This is an optimization exercise on Yosys and OpenROAD, whose aim is small area, a short achievable clock period and few clock cycles, not a production implementation. No run shown here included a check of the RTL's function; only the layout flow was run.

## flow/run.sh

```bash
#!/bin/bash
# synth_recipe.tcl (not shown) runs the flow's synth.tcl, then flattens the netlist and writes it again
# the make line also repeats each setting of config.mk as NAME=value (left out here)
make -C /OpenROAD-flow-scripts/flow DESIGN_CONFIG=/design/flow/config.mk WORK_HOME=/design/flow/orfs CLKGATE_MAP_FILE= SYNTH_SCRIPT=/design/flow/synth_recipe.tcl finish
```

## flow/config.mk

```make
export PLATFORM = sky130hd
export DESIGN_NAME = bf16_dual_lane_dot_product
export DESIGN_NICKNAME = bf16_dual_lane_dot_product
export VERILOG_FILES = /design/flow/design.v
export SDC_FILE = /design/flow/constraint.sdc
export NUM_CORES = 4
export LEC_CHECK = 0
export CAP_MARGIN = 20
export CORE_MARGIN = 2
export CORE_UTILIZATION = 40
export SLEW_MARGIN = 20
```

## flow/constraint.sdc

```tcl
create_clock -name core_clock -period 10.5 [get_ports {clock}]
set_input_delay 2.1000 -clock core_clock [delete_from_list [all_inputs] [get_ports {clock}]]
set_output_delay 2.1000 -clock core_clock [all_outputs]
set_load 0.01 [all_outputs]
```

## flow/design.v

```verilog
package bfdp_pkg;
   localparam logic [15:0] BF_NAN = 16'h7F81;
   localparam logic [15:0] BF_INF = 16'h7F80;
   localparam logic [10:0] BIAS   = 11'd127;
   typedef struct packed {
      logic pair_valid;
      logic last;
   } ctl_type;
   function automatic logic [15:0] bf_pack(input logic s, input logic signed [10:0] e,
                                           input logic [7:0] m);
      logic [15:0] r;
      if (e <= 0) r = {s, 15'd0};
      else if (e >= 255) r = {s, BF_INF[14:0]};
      else r = {s, e[7:0], m[6:0]};
      bf_pack = r;
   endfunction
   function automatic logic [15:0] bf_mul(input logic [15:0] x, input logic [15:0] y);
      logic              s;
      logic [7:0]        ex;
      logic [7:0]        ey;
      logic [15:0]       p;
      logic [7:0]        m;
      logic signed [10:0] e;
      logic [15:0]       r;
      s  = x[15] ^ y[15];
      ex = x[14:7];
      ey = y[14:7];
      p  = {1'b1, x[6:0]} * {1'b1, y[6:0]};
      e  = $signed({3'd0, ex} + {3'd0, ey} - BIAS);
      if (p[15]) begin
         m = p[15:8];
         e = e + 11'sd1;
      end else begin
         m = p[14:7];
      end
      if ((ex == 8'hFF && x[6:0] != 7'd0) || (ey == 8'hFF && y[6:0] != 7'd0)) r = BF_NAN;
      else if (ex == 8'hFF || ey == 8'hFF) r = (ex == 8'd0 || ey == 8'd0) ? BF_NAN :
                                              {s, BF_INF[14:0]};
      else if (ex == 8'd0 || ey == 8'd0) r = {s, 15'd0};
      else r = bf_pack(s, e, m);
      bf_mul = r;
   endfunction
   function automatic logic [15:0] bf_add(input logic [15:0] x, input logic [15:0] y);
      logic [7:0]         ex;
      logic [7:0]         ey;
      logic [7:0]         ma;
      logic [7:0]         mb;
      logic [7:0]         d;
      logic [8:0]         sum;
      logic [9:0]         rnd;
      logic               s;
      logic signed [10:0] e;
      logic [2:0]         pos;
      logic [7:0]         m;
      logic [15:0]        r;
      ex = x[14:7];
      ey = y[14:7];
      ma = {1'b1, x[6:0]};
      mb = {1'b1, y[6:0]};
      if (ex >= ey) begin
         d  = ex - ey;
         mb = (d >= 8'd8) ? 8'd0 : (mb >> d[2:0]);
         e  = $signed({3'd0, ex});
      end else begin
         d  = ey - ex;
         ma = (d >= 8'd8) ? 8'd0 : (ma >> d[2:0]);
         e  = $signed({3'd0, ey});
      end
      if (x[15] == y[15]) begin
         sum = {1'b0, ma} + {1'b0, mb};
         s   = x[15];
      end else if (ma >= mb) begin
         sum = {1'b0, ma - mb};
         s   = x[15];
      end else begin
         sum = {1'b0, mb - ma};
         s   = y[15];
      end
      pos = 3'd0;
      for (int i = 0; i < 8; i++) begin
         if (sum[i]) pos = 3'(i);
      end
      rnd = {1'b0, sum} + 10'd1;
      if (sum[8]) begin
         if (rnd[9]) begin
            m = 8'h80;
            e = e + 11'sd2;
         end else begin
            m = rnd[8:1];
            e = e + 11'sd1;
         end
      end else begin
         m = sum[7:0] << (3'd7 - pos);
         e = e - $signed({8'd0, 3'd7 - pos});
      end
      if ((ex == 8'hFF && x[6:0] != 7'd0) || (ey == 8'hFF && y[6:0] != 7'd0)) r = BF_NAN;
      else if (ex == 8'hFF && ey == 8'hFF) r = (x[15] != y[15]) ? BF_NAN : x;
      else if (ex == 8'hFF) r = x;
      else if (ey == 8'hFF) r = y;
      else if (ex == 8'd0 && ey == 8'd0) r = {x[15] & y[15], 15'd0};
      else if (ex == 8'd0) r = y;
      else if (ey == 8'd0) r = x;
      else if (sum == 9'd0) r = 16'd0;
      else r = bf_pack(s, e, m);
      bf_add = r;
   endfunction
endpackage
module bfdp_lane (
   input  logic        clock,
   input  logic        kill,
   input  logic [15:0] a,
   input  logic [15:0] b,
   output logic [15:0] product
);
   localparam logic [1:0] C_NORM = 2'd0, C_ZERO = 2'd1, C_INF = 2'd2, C_NAN = 2'd3;
   logic       s1_s;
   logic [8:0] s1_esum;
   logic [1:0] s1_cls;
   logic [6:0] s1_ma, s1_mb;
   logic [15:0] product_ff;
   logic [7:0] ea, eb;
   logic       nan_a, nan_b, inf_a, inf_b, z_a, z_b;
   logic [1:0] cls_in;
   assign ea = a[14:7];
   assign eb = b[14:7];
   assign inf_a = (ea == 8'hFF);
   assign inf_b = (eb == 8'hFF);
   assign nan_a = inf_a && (a[6:0] != 7'd0);
   assign nan_b = inf_b && (b[6:0] != 7'd0);
   assign z_a   = (ea == 8'd0);
   assign z_b   = (eb == 8'd0);
   always_comb begin
      if (kill) cls_in = C_ZERO;
      else if (nan_a || nan_b || (inf_a && z_b) || (z_a && inf_b)) cls_in = C_NAN;
      else if (inf_a || inf_b) cls_in = C_INF;
      else if (z_a || z_b) cls_in = C_ZERO;
      else cls_in = C_NORM;
   end
   always_ff @(posedge clock) begin
      s1_s    <= kill | (a[15] ^ b[15]);
      s1_esum <= {1'b0, ea} + {1'b0, eb};
      s1_cls  <= cls_in;
      s1_ma   <= a[6:0];
      s1_mb   <= b[6:0];
   end
   logic [15:0] p;
   logic        c;
   logic [6:0]  m;
   logic        z0, z1, i0, i1;
   logic [7:0]  e;
   logic [15:0] prod_in;
   assign p  = {1'b1, s1_ma} * {1'b1, s1_mb};
   assign c  = p[15];
   assign m  = c ? p[14:8] : p[13:7];
   assign z0 = (s1_esum <= 9'd127);
   assign z1 = (s1_esum <= 9'd126);
   assign i0 = (s1_esum >= 9'd382);
   assign i1 = (s1_esum >= 9'd381);
   assign e  = s1_esum[7:0] + 8'h81 + {7'd0, c};
   always_comb begin
      case (s1_cls)
         C_NAN:  prod_in = 16'h7F81;
         C_INF:  prod_in = {s1_s, 15'h7F80};
         C_ZERO: prod_in = {s1_s, 15'd0};
         default: begin
            if (c ? z1 : z0) prod_in = {s1_s, 15'd0};
            else if (c ? i1 : i0) prod_in = {s1_s, 15'h7F80};
            else prod_in = {s1_s, e, m};
         end
      endcase
   end
   always_ff @(posedge clock) product_ff <= prod_in;
   assign product = product_ff;
endmodule
module bfdp_add (
   input  logic [15:0] x,
   input  logic [15:0] y,
   output logic [15:0] r
);
   logic       sx, sy;
   logic [7:0] ex, ey, mx, my;
   logic [8:0] dxy, dyx;
   logic       x_ge;
   logic [7:0] mx_sh, my_sh, big, sml, e;
   logic       sub;
   logic [8:0] sum, sum1, dif, ndif;
   logic [7:0] mag, nm;
   logic [2:0] lz;
   logic       s;
   logic [8:0] en;
   logic [7:0] mres;
   logic       nan_x, nan_y, inf_x, inf_y, z_x, z_y;
   assign sx = x[15];
   assign sy = y[15];
   assign ex = x[14:7];
   assign ey = y[14:7];
   assign mx = {1'b1, x[6:0]};
   assign my = {1'b1, y[6:0]};
   assign dxy  = {1'b0, ex} - {1'b0, ey};
   assign dyx  = {1'b0, ey} - {1'b0, ex};
   assign x_ge = ~dxy[8];
   assign my_sh = (dxy[7:3] != 5'd0) ? 8'd0 : (my >> dxy[2:0]);
   assign mx_sh = (dyx[7:3] != 5'd0) ? 8'd0 : (mx >> dyx[2:0]);
   assign big  = x_ge ? mx : my;
   assign sml  = x_ge ? my_sh : mx_sh;
   assign e    = x_ge ? ex : ey;
   assign sub  = sx ^ sy;
   assign sum  = {1'b0, big} + {1'b0, sml};
   assign sum1 = {1'b0, big} + {1'b0, sml} + 9'd1;
   assign dif  = {1'b0, big} - {1'b0, sml};
   assign ndif = {1'b0, sml} - {1'b0, big};
   assign mag  = dif[8] ? ndif[7:0] : dif[7:0];
   assign s    = sub ? ((x_ge && !dif[8]) ? sx : sy) : sx;
   always_comb begin
      casez (mag)
         8'b1???????: lz = 3'd0;
         8'b01??????: lz = 3'd1;
         8'b001?????: lz = 3'd2;
         8'b0001????: lz = 3'd3;
         8'b00001???: lz = 3'd4;
         8'b000001??: lz = 3'd5;
         8'b0000001?: lz = 3'd6;
         default:     lz = 3'd7;
      endcase
   end
   assign nm = mag << lz;
   assign nan_x = (ex == 8'hFF) && (x[6:0] != 7'd0);
   assign nan_y = (ey == 8'hFF) && (y[6:0] != 7'd0);
   assign inf_x = (ex == 8'hFF);
   assign inf_y = (ey == 8'hFF);
   assign z_x   = (ex == 8'd0);
   assign z_y   = (ey == 8'd0);
   always_comb begin
      if (nan_x || nan_y) r = 16'h7F81;
      else if (inf_x && inf_y) r = (sx != sy) ? 16'h7F81 : x;
      else if (inf_x) r = x;
      else if (inf_y) r = y;
      else if (z_x && z_y) r = {sx & sy, 15'd0};
      else if (z_x) r = y;
      else if (z_y) r = x;
      else if (!sub) begin
         if (sum[8]) begin
            if (e == 8'd254) r = {s, 15'h7F80};
            else r = {s, e + 8'd1, sum1[7:1]};
         end else begin
            r = {s, e, sum[6:0]};
         end
      end else begin
         if (mag == 8'd0) r = 16'd0;
         else if ({1'b0, e} <= {6'd0, lz}) r = {s, 15'd0};
         else r = {s, e - {5'd0, lz}, nm[6:0]};
      end
   end
endmodule
module bf16_dual_lane_dot_product (
   input  logic        clock,
   input  logic        reset,
   input  logic        req_valid,
   output logic        req_ready,
   input  logic [15:0] req_a_first,
   input  logic [15:0] req_b_first,
   input  logic [15:0] req_a_second,
   input  logic [15:0] req_b_second,
   input  logic        req_pair_valid,
   input  logic        req_last,
   output logic        rsp_valid,
   input  logic        rsp_ready,
   output logic [15:0] rsp_sum
);
   logic        accept;
   logic        s1_valid_ff, s1_last_ff;
   logic        s2_valid_ff, s2_last_ff;
   logic        s3_valid_ff, s3_last_ff;
   logic [15:0] prod_first, prod_second, term_in, term_ff;
   logic [15:0] acc_ff, acc_op, acc_in;
   logic        fresh_ff;
   logic        ready_ff;
   logic        rsp_valid_ff, q1_valid_ff;
   logic [15:0] rsp_sum_ff, q1_ff;
   logic        res_valid, deq, head_free;
   logic        rsp_valid_in, q1_valid_in;
   logic [1:0]  pending;
   assign accept = req_valid && ready_ff && !reset;
   bfdp_lane u_lane_first (
      .clock(clock), .kill(1'b0), .a(req_a_first), .b(req_b_first),
      .product(prod_first)
   );
   bfdp_lane u_lane_second (
      .clock(clock), .kill(!req_pair_valid), .a(req_a_second), .b(req_b_second),
      .product(prod_second)
   );
   bfdp_add u_merge (.x(prod_first), .y(prod_second), .r(term_in));
   assign acc_op = fresh_ff ? 16'd0 : acc_ff;
   bfdp_add u_acc (.x(acc_op), .y(term_ff), .r(acc_in));
   assign res_valid = s3_valid_ff && s3_last_ff;
   assign deq       = rsp_valid_ff && rsp_ready;
   assign head_free = !rsp_valid_ff || deq;
   assign rsp_valid_in = head_free ? (q1_valid_ff || res_valid) : 1'b1;
   assign q1_valid_in  = head_free ? (q1_valid_ff && res_valid) : (q1_valid_ff || res_valid);
   assign pending = {1'b0, rsp_valid_in} + {1'b0, q1_valid_in} +
                    {1'b0, accept && req_last} + {1'b0, s1_valid_ff && s1_last_ff} +
                    {1'b0, s2_valid_ff && s2_last_ff};
   always_ff @(posedge clock) begin
      term_ff <= term_in;
      if (s3_valid_ff) acc_ff <= acc_in;
      if (head_free) rsp_sum_ff <= q1_valid_ff ? q1_ff : acc_in;
      if (res_valid && (!head_free || q1_valid_ff)) q1_ff <= acc_in;
      s1_last_ff <= req_last;
      s2_last_ff <= s1_last_ff;
      s3_last_ff <= s2_last_ff;
      if (reset) begin
         s1_valid_ff  <= 1'b0;
         s2_valid_ff  <= 1'b0;
         s3_valid_ff  <= 1'b0;
         fresh_ff     <= 1'b1;
         ready_ff     <= 1'b1;
         rsp_valid_ff <= 1'b0;
         q1_valid_ff  <= 1'b0;
      end else begin
         s1_valid_ff  <= accept;
         s2_valid_ff  <= s1_valid_ff;
         s3_valid_ff  <= s2_valid_ff;
         if (s3_valid_ff) fresh_ff <= s3_last_ff;
         ready_ff     <= (pending <= 2'd1);
         rsp_valid_ff <= rsp_valid_in;
         q1_valid_ff  <= q1_valid_in;
      end
   end
   assign req_ready = ready_ff;
   assign rsp_valid = rsp_valid_ff;
   assign rsp_sum   = rsp_sum_ff;
endmodule
```

==> results.yml, run 1 <==
outcome:
  outcome: "timing/DRC/antenna clean"
sta:
  rsz0062_at_grt: "false"
  fin_skew_ps: 10.9
  fin_crit_sh_pct: 92.9
  finalSetupViolCount: 0
  hold_viol_final: 0
  fmax_mhz: 103
  drv_slew: 0
  final.min_clock_period_ps: 9750
  setup_tns_ps: 0
  max_slew_margin_pct: 28.3
  worst_slew_pin_slew_ps: 1060
synthesis:
  synth_edf_count: 48
  synth-seq-area-share_pct: 20.0
  synth_area_leaders: "dfxtp_1 12%, ha_1 12%, fa_1 9.2%"
  synth_adder_area_share_pct: 20.8
  yosysWarnings: 3
  synth_xor_area_share_pct: 4.86
  ys.flop_type: "dfxtp_1"
  synth.area.mux_share_pct: 4.48
  synth_top_family_by_area: "simple AND/OR/NAND/NOR gates"
  synth-async-reset-ratio_pct: 0
  yosysUniqueCellTypes: 105
  synth.largest_area_cell: "dfxtp_1"
  synthCells: 2232
  synth_top_cells_by_count: "222 x inv_1, 181 x nand2_1, 169 x a21oi_1"
  yosys.area_share.simple_pct: 22.1
  synth_area_per_cell_sq_um: 8.15
  syn_area_sq_mm: 0.0182
  yosysTopAreaCellShare_pct: 12.1
  synth.most_common_cell: "inv_1"
  synth_compound_area_share_pct: 21.2
  ys_seq_elements: 158
  syn_nets: 2554
global_route:
  grt_usage_pct: 21.7
  overflow: 0
  grt_max_degree: 31
  grt_pass1_vias: 16100
  grt_antenna_before_repair: 0
  grt_pass1_wl_microns: 82900
worst_setup_path:
  cp_max_fo: 19
  required_ps: 10730
  cp_common_cell: "o21ai_0"
  start_kind: "flip-flop"
  crit_arrival_ps: 9980
  criticalPathCategory: "flip-flop to flip-flop"
  endpoint_kind: "flip-flop"
  slowest_stage: "dfxtp_1"
  critPathMaxStageDelay_ps: 700
cts:
  cts-resized-gates: 0
  postCtsSetupRepairBufs: 0
  clock-sinks: 158
  cts_buffers: 17
  tritoncts: "built"
  cts_max_level: 4
  clk_pin_slew_worst_paths_ps: 70
  clockBufferDepth: 2
  cts-root-buf: "clkbuf_16"
  clk-insertion-delay-late_ps: 470
  hold_buffers: 0
drt:
  route.vias.total: 16600
  finalWirelength_microns: 51000
  first_pass_iters: 6
  drc: 0
  ant_nets: 0
  wl_per_cell_microns: 17.6
  initialDrtViolationCount: 1070
  viasPerCell: 5.75
place:
  port_buffers: 87
  gp_congestion: 0.942
  dp_hpwl_microns: 40600
die:
  initial_core_util_pct: 40.3
  die_w_microns: 217
  core_sq_mm: 0.0451
  ios: 88
  die_h_microns: 217
  dieArea_sq_mm: 0.0472
  num_rows: 78
layout:
  antennaDiodeCount: 0
  syn_to_final_growth_pct: 11.3
  post-route-util_pct: 44.9
  nets: 2598
  drive_above_1_share_pct: 6.77
worst_hold_path:
  hp-class: "flip-flop to flip-flop"
job:
  maxCapViolations: 0
[stage by stage]
stage,hold WS (ps),cell area [sq um],setup WS [ps],instances
3_5_place_dp,333,19600,882,2857
2_1_floorplan,323,18200,1100,2232
4_1_cts,351,20200,859,2889
3_3_place_gp,332,19600,1010,2857
5_1_grt,352,20300,27.0,2889
6_report,352,20300,748,2889
[cells in the final DEF (no fill, tap or decap), types with 39 or more instances in the layout]
| cell | n |
|---|---|
| a21oi_1 | 169 |
| and2_1 | 87 |
| clkdlybuf4s50_1 | 87 |
| dfxtp_1 | 110 |
| edfxtp_1 | 48 |
| fa_1 | 84 |
| ha_1 | 168 |
| inv_1 | 222 |
| nand2_1 | 181 |
| nand3_1 | 57 |
| nor2_1 | 163 |
| nor2b_1 | 39 |
| nor3_1 | 43 |
| o21ai_0 | 108 |
| xnor2_1 | 68 |
[registers in the layout, indices dropped and copies added (netlist names), 9 cells and up]
signal and cells:
acc_ff 16, q1_ff 16, rsp_sum_ff 16, term_ff 16
u_lane_first.product_ff 16, u_lane_first.s1_esum 9, u_lane_second.product_ff 16, u_lane_second.s1_esum 9
[worst max-delay path, delay by kind of cell (launching register included)]
family                     cells  cell delay [ps]
AOI/OAI and AO/OA             17             4260
and+or+nand+nor                7             1890
adders and majority gates      5             1690
DFF                            1              700
buffers and inverters          5              550
muxes                          1              280
xor gates and xnor gates       1              140
[metal layers]
layer | vias to the layer above | wire length (microns) | track usage [%]
li1 | 8050 | - | -
met1 | 7994 | 22100 | 26.9
met2 | 459 | 25200 | 38.2
met3 | 104 | 2170 | 3.13
met4 | 0 | 1470 | 7.95
met5 | - | 0 | 0
[logic make-up (layout without fill, tap and decap cells)]
logic type               after synthesis  in the layout
AND/OR/NAND/NOR                      774            774
AO/OA/AOI/OAI                        574            574
XOR/XNOR                             101            101
buffers and inverters                307            364
flip-flops                           158            158
multiplexers                          66             66
adder cells (fa/ha/maj)              252            252
[final cells by class]
type,count,area [sq um]
Clock buffer,21,493
Multi-Input combinational cell,1767,13400
Inverter,224,841
Sequential cell,158,3640
Tap cell,600,751
Fill cell,4537,24800
Clock inverter,11,118
Timing Repair Buffer,108,1030
[worst paths after layout]
| check | startpoint | endpoint | slack (ps) | depth (start not counted) |
|---|---|---|---|---|
| hold reg to reg | s2_last_ff$_DFF_P_ | s3_last_ff$_DFF_P_ | 350 | 0 |
| setup reg to reg | fresh_ff$_SDFFE_PP1P_ | rsp_sum_ff[0]$_DFFE_PN_ | 750 | 36 |
| setup / recovery | fresh_ff$_SDFFE_PP1P_ | rsp_sum_ff[0]$_DFFE_PN_ | 750 | 36 |
| hold / removal | s2_last_ff$_DFF_P_ | s3_last_ff$_DFF_P_ | 350 | 0 |
==> inputs of run 2 (changes only) <==
--- a/flow/config.mk
+++ b/flow/config.mk
@@ -5,7 +5,9 @@
 export SDC_FILE = /design/flow/constraint.sdc
 export NUM_CORES = 4
 export LEC_CHECK = 0
+export ABC_AREA = 1
 export CAP_MARGIN = 20
 export CORE_MARGIN = 2
 export CORE_UTILIZATION = 40
+export SETUP_SLACK_MARGIN = 5
 export SLEW_MARGIN = 20
==> results.yml, run 2 <==
synthesis:
  synth_top_cells_by_count: "628 x nand2_1, 473 x inv_1, 173 x o21ai_0"
  synth_area_leaders: "nand2_1 13%, dfxtp_1 12%, ha_1 12%"
  ys_seq_elements: 158
  synth_edf_count: 48
  synthCells: 2588
  syn_nets: 2910
  yosysTopAreaCellShare_pct: 13.2
  synth-seq-area-share_pct: 20.5
  yosysWarnings: 3
  synth.most_common_cell: "nand2_1"
  synth.largest_area_cell: "nand2_1"
  yosysUniqueCellTypes: 67
  synth-async-reset-ratio_pct: 0
  syn_area_sq_mm: 0.0178
  ys.flop_type: "dfxtp_1"
  synth_area_per_cell_sq_um: 6.88
sta:
  hold_viol_final: 0
  max_slew_margin_pct: 24.4
  fin_skew_ps: 13.5
  rsz0062_at_grt: "true"
  finalSetupViolCount: 0
  fin_crit_sh_pct: 61.4
  worst_slew_pin_slew_ps: 1130
  fmax_mhz: 155
  final.min_clock_period_ps: 6450
  setup_tns_ps: 0
  drv_slew: 0
worst_setup_path:
  critPathMaxStageDelay_ps: 500
  r2r_slack_ps: 4050
  slowest_stage: "edfxtp_1"
  cp_max_fo: 8
  endpoint_kind: "flip-flop"
  start_kind: "flip-flop"
  required_ps: 10720
  criticalPathCategory: "flip-flop to flip-flop"
  crit_arrival_ps: 6670
drt:
  route.vias.total: 17500
  wl_per_cell_microns: 15.2
  drc: 0
  viasPerCell: 5.18
  first_pass_iters: 6
  finalWirelength_microns: 51200
  ant_nets: 0
  initialDrtViolationCount: 1021
place:
  gp_congestion: 0.957
  dp_hpwl_microns: 39500
  placed_area_sq_mm: 0.0194
  port_buffers: 87
cts:
  hold_buffers: 0
  cts_max_level: 4
  clk-insertion-delay-late_ps: 460
  tritoncts: "built"
  clk_pin_slew_worst_paths_ps: 70
  cts_buffers: 17
  clock-sinks: 158
  clockBufferDepth: 2
  cts-root-buf: "clkbuf_16"
global_route:
  grt_antenna_before_repair: 0
  grt_max_degree: 25
  grt_pass1_vias: 16800
  grt_usage_pct: 21.8
  grt_pass1_wl_microns: 82800
  overflow: 0
layout:
  drive_above_1_share_pct: 18.2
  antennaDiodeCount: 0
  final_cell_mix: "587 x nand2_1, 437 x inv_1, 140 x ha_1, 130 x nor2_1, 124 x o21ai_0"
  postLayoutCellArea_sq_mm: 0.0222
  num-fill-cells: 4407
  nets: 3093
  final_common_cell: "nand2_1"
  syn_to_final_growth_pct: 24.7
die:
  die_h_microns: 215
  die_w_microns: 215
  initial_core_util_pct: 40.4
  num_rows: 77
  dieArea_sq_mm: 0.0462
  ios: 88
  core_sq_mm: 0.0441
outcome:
  outcome: "timing/DRC/antenna clean"
worst_hold_path:
  hp-class: "flip-flop to flip-flop"
job:
  maxCapViolations: 0
run 2: changes by cell type after synthesis, sizes merged, moves of 28 or more:
cell	delta
a21oi	-36
and2	-81
clkbuf	-36
inv	+258
mux2	-28
mux2i	-29
nand2	+469
nand2b	-29
nand3	+92
nor2b	-40
o21ai	+83
xnor2	-38
xor2	+44
run 2: cells by family after synthesis:
family,after synthesis,synth area share (%)
AND/OR/NAND/NOR,1082,26.7
buffers and inverters,539,11.7
AO/OA/AOI/OAI,450,14.7
adder cells (fa/ha/maj),252,21.2
flip-flops,158,20.5
XOR/XNOR,107,5.26
run 2: per-layer routing:
metal / GRT usage, % / share of wire, %
met5: 0 / 0
met4: 8.02 / 3.1
met3: 2.53 / 4.2
met2: 39.0 / 50
met1: 27.1 / 43
run 2: stage by stage:
stage / utilization [%] / cells / setup slack, ps / hold slack (ps)
finish: 50.3 / 3376 / 4050 / 353
global route: 50.3 / 3376 / 3670 / 361
CTS: 48.3 / 3329 / 4240 / 356
detailed placement: 44.0 / 3218 / 2950 / 343
global placement: 44.0 / 3218 / 3170 / 337
floorplan: - / 2588 / 4430 / 331
run 2: final timing paths:
kind                       startpoint  cells after the start             endpoint
hold / removal     s2_last_ff$_DFF_P_                      0   s3_last_ff$_DFF_P_
hold reg to reg    s2_last_ff$_DFF_P_                      0   s3_last_ff$_DFF_P_
setup reg to reg  acc_ff[8]$_DFFE_PP_                     42  acc_ff[7]$_DFFE_PP_
setup / recovery  acc_ff[8]$_DFFE_PP_                     42  acc_ff[7]$_DFFE_PP_
run 2: area by class of cell:
type / instances / area, sq um / share of cell area (%)
clock buffers: 24 / 504 / 2.27
clock inverters: 8 / 78.8 / 0.355
multi-input cells: 1895 / 13400 / 60.5
repair buffers: 213 / 1860 / 8.38
well taps: 592 / 741 / 3.33
flip-flops and latches: 158 / 3710 / 16.7
inverters: 486 / 1860 / 8.39
run 2: critical path: cells and delay by family, from the launching register on:
kind                     cells  cell delay (ps)
AND/OR/NAND/NOR             19             1940
AO/OA/AOI/OAI                9             1480
adder cells (fa/ha/maj)      5             1410
buffers and inverters        8              700
flip-flops                   1              500
XOR/XNOR                     1              170
run 2: repair_timing:
item,CTS,global route
endpoints found under the hold margin,0,0
pin swaps,92,106
gates resized for setup,188,148
buffers inserted,75,47
cloned,4,0
setup endpoints to repair,92,91
==> inputs of run 3 (changes only) <==
--- a/flow/config.mk
+++ b/flow/config.mk
@@ -5,7 +5,6 @@
 export SDC_FILE = /design/flow/constraint.sdc
 export NUM_CORES = 4
 export LEC_CHECK = 0
-export ABC_AREA = 1
 export CAP_MARGIN = 20
 export CORE_MARGIN = 2
 export CORE_UTILIZATION = 40
==> results.yml, run 3 <==
outcome:
  outcome: "timing/DRC/antenna clean"
synthesis:
  yosysTopAreaCellShare_pct: 12.1
  yosysWarnings: 3
  synth-async-reset-ratio_pct: 0
  synthCells: 2232
  syn_nets: 2554
  synth.largest_area_cell: "dfxtp_1"
  synth_top_cells_by_count: "222 x inv_1, 181 x nand2_1, 169 x a21oi_1"
  synth.most_common_cell: "inv_1"
  syn_area_sq_mm: 0.0182
  yosysUniqueCellTypes: 105
  synth-seq-area-share_pct: 20.0
  ys_seq_elements: 158
  ys.flop_type: "dfxtp_1"
  synth_edf_count: 48
  synth_area_per_cell_sq_um: 8.15
  synth_area_leaders: "dfxtp_1 12%, ha_1 12%, fa_1 9.2%"
place:
  post-place-ws_ps: 1560
  port_buffers: 87
  dp_hpwl_microns: 42300
  gp_congestion: 0.952
cts:
  tritoncts: "built"
  hold_buffers: 0
  cts-root-buf: "clkbuf_16"
  clk-insertion-delay-late_ps: 460
  clock-sinks: 158
  cts_max_level: 4
  clk_pin_slew_worst_paths_ps: 60
  clockBufferDepth: 2
  cts_buffers: 17
layout:
  antennaDiodeCount: 0
  final_common_cell: "inv_1"
  drive_above_1_share_pct: 23.9
  nets: 2755
  syn_to_final_growth_pct: 28.4
  final_cell_mix: "201 x inv_1, 171 x nand2_1, 152 x nor2_1, 144 x a21oi_1, 144 x buf_4"
drt:
  initialDrtViolationCount: 1183
  finalWirelength_microns: 56200
  route.vias.total: 17500
  drc: 0
  viasPerCell: 5.73
  ant_nets: 0
  first_pass_iters: 7
  wl_per_cell_microns: 18.5
global_route:
  grt_antenna_before_repair: 0
  grt_usage_pct: 23.6
  busiest_layer: "met2"
  grtUsageMet2_pct: 42.7
  use_met3_pct: 2.81
  grt_pass1_vias: 17100
  grt_pass1_wl_microns: 90100
  overflow: 0
  met1_usage_pct: 28.7
  grt_max_degree: 29
sta:
  final.min_clock_period_ps: 7460
  rsz0062_at_grt: "true"
  fin_crit_sh_pct: 71.1
  fin_ws_ps: 3040
  finalSetupViolCount: 0
  max_slew_margin_pct: 24.0
  worst_slew_pin_slew_ps: 1130
  hold_viol_final: 0
  setup_tns_ps: 0
  drv_slew: 0
  fmax_mhz: 134
  fin_skew_ps: 12.8
  fin_hold_ws_ps: 346
die:
  ios: 88
  initial_core_util_pct: 40.3
  die_h_microns: 217
  num_rows: 78
  die_w_microns: 217
  core_sq_mm: 0.0451
  dieArea_sq_mm: 0.0472
worst_setup_path:
  criticalPathCategory: "flip-flop to flip-flop"
  slowest_stage: "or4b_1"
  critPathMaxStageDelay_ps: 440
  start_kind: "flip-flop"
  required_ps: 10710
  crit_arrival_ps: 7670
  endpoint_kind: "flip-flop"
  cp_max_fo: 5
job:
  maxCapViolations: 0
worst_hold_path:
  hp-class: "flip-flop to flip-flop"
## run 3: changes by cell type after synthesis, moves of 37 or more
| cell | previous run | this run |
|---|---|---|
| nand2_1 | 628 | 181 |
| inv_1 | 473 | 222 |
| nand3_1 | 146 | 57 |
| and2_1 | 5 | 87 |
| o21ai_0 | 173 | 108 |
| xor2_1 | 77 | 33 |
| a21oi_1 | 127 | 169 |
| nor2b_1 | 0 | 40 |
| xnor2_1 | 30 | 68 |
| clkbuf_1 | 30 | 67 |
## run 3: logic make-up after synthesis
family	after synthesis	synth area share (%)
buf+inv	307	6.49
simple gates	774	22.1
xor+xnor	101	4.86
fa+ha+maj	252	20.8
flops	158	20.0
compound gates	574	21.2
mux	66	4.48
## run 3: per-layer routing
metal	part of all wire (%)	vias up
li1	-	8343
met3	4.6	121
met2	51	569
met5	0	-
met4	3.3	0
met1	41	8424
## run 3: critical path, delay by kind of cell, from the launching register on
kind / cells / cell delay [ps]
AO/OA/AOI/OAI: 14 / 2400
XOR/XNOR: 1 / 130
adder cells (fa/ha/maj): 5 / 1370
buffers and inverters: 8 / 720
flip-flops: 1 / 380
multiplexers: 1 / 300
AND/OR/NAND/NOR: 11 / 1900
## run 3: path summary, 6_finish.rpt
check                                            from                        to  slack (ps)  cells after the start
worst min register to register     s1_last_ff$_DFF_P_        s2_last_ff$_DFF_P_         350                      0
worst max-delay path            fresh_ff$_SDFFE_PP1P_  rsp_sum_ff[13]$_DFFE_PN_        3040                     40
worst min-delay path               s1_last_ff$_DFF_P_        s2_last_ff$_DFF_P_         350                      0
worst max register to register  fresh_ff$_SDFFE_PP1P_  rsp_sum_ff[13]$_DFFE_PN_        3040                     40
## run 3: cell type report
class                   count  area [sq um]
repair buffers            264          2370
fillers                  4204         21700
inverters                 224           856
multi-input cells        1768         15000
well taps                 600           751
flip-flops and latches    158          3730
clock inverters            10           123
clock buffers              22           517
## run 3: stage by stage
| stage | instance area (sq um) | utilization, % | std cells |
|---|---|---|---|
| detailed placement | 20000 | 44.3 | 2848 |
| CTS | 22600 | 50.1 | 2994 |
| floorplan | 18700 | - | 2232 |
| global placement | 20000 | 44.3 | 2848 |
| finish | 23400 | 51.8 | 3046 |
| global route | 23400 | 51.8 | 3046 |
## run 3: what timing repair did
| item | 4_1_cts | 5_1_grt |
|---|---|---|
| resized for setup | 242 | 100 |
| buffers inserted | 112 | 52 |
| pin swaps | 88 | 65 |
| gates cloned | 2 | 0 |
| setup endpoints to repair | 94 | 87 |

## re-timing with driven ports
The flow's constraints put no driver on any port. The routed layouts listed below were extracted and timed again, unchanged, in two steps.
Step 1, drivers: a clkbuf_16 drives clock and a buf_2 each remaining input, both assumed.
Step 2, shift: input delay + t, output delay - t, t = (earliest + latest rising clock arrival at the registers) / 2. This alone moves slack from input paths to output paths.
Slacks: no drivers / after step 1 / after step 2; pairs: no drivers / after step 1.
run | shift t [ns] | slack for setup (ns) | hold WS [ns] | cell pins on the clock port's net
run 1 | 0.521 | 0.748 / 0.748 / 0.748 | 0.352 / 0.352 / 0.352 | 1
run 2 | 0.509 | 4.050 / 4.050 / 4.050 | 0.353 / 0.353 / 0.353 | 1
run 3 | 0.510 | 3.038 / 3.038 / 3.038 | 0.346 / 0.346 / 0.346 | 1
After both steps every run listed still meets setup and hold.
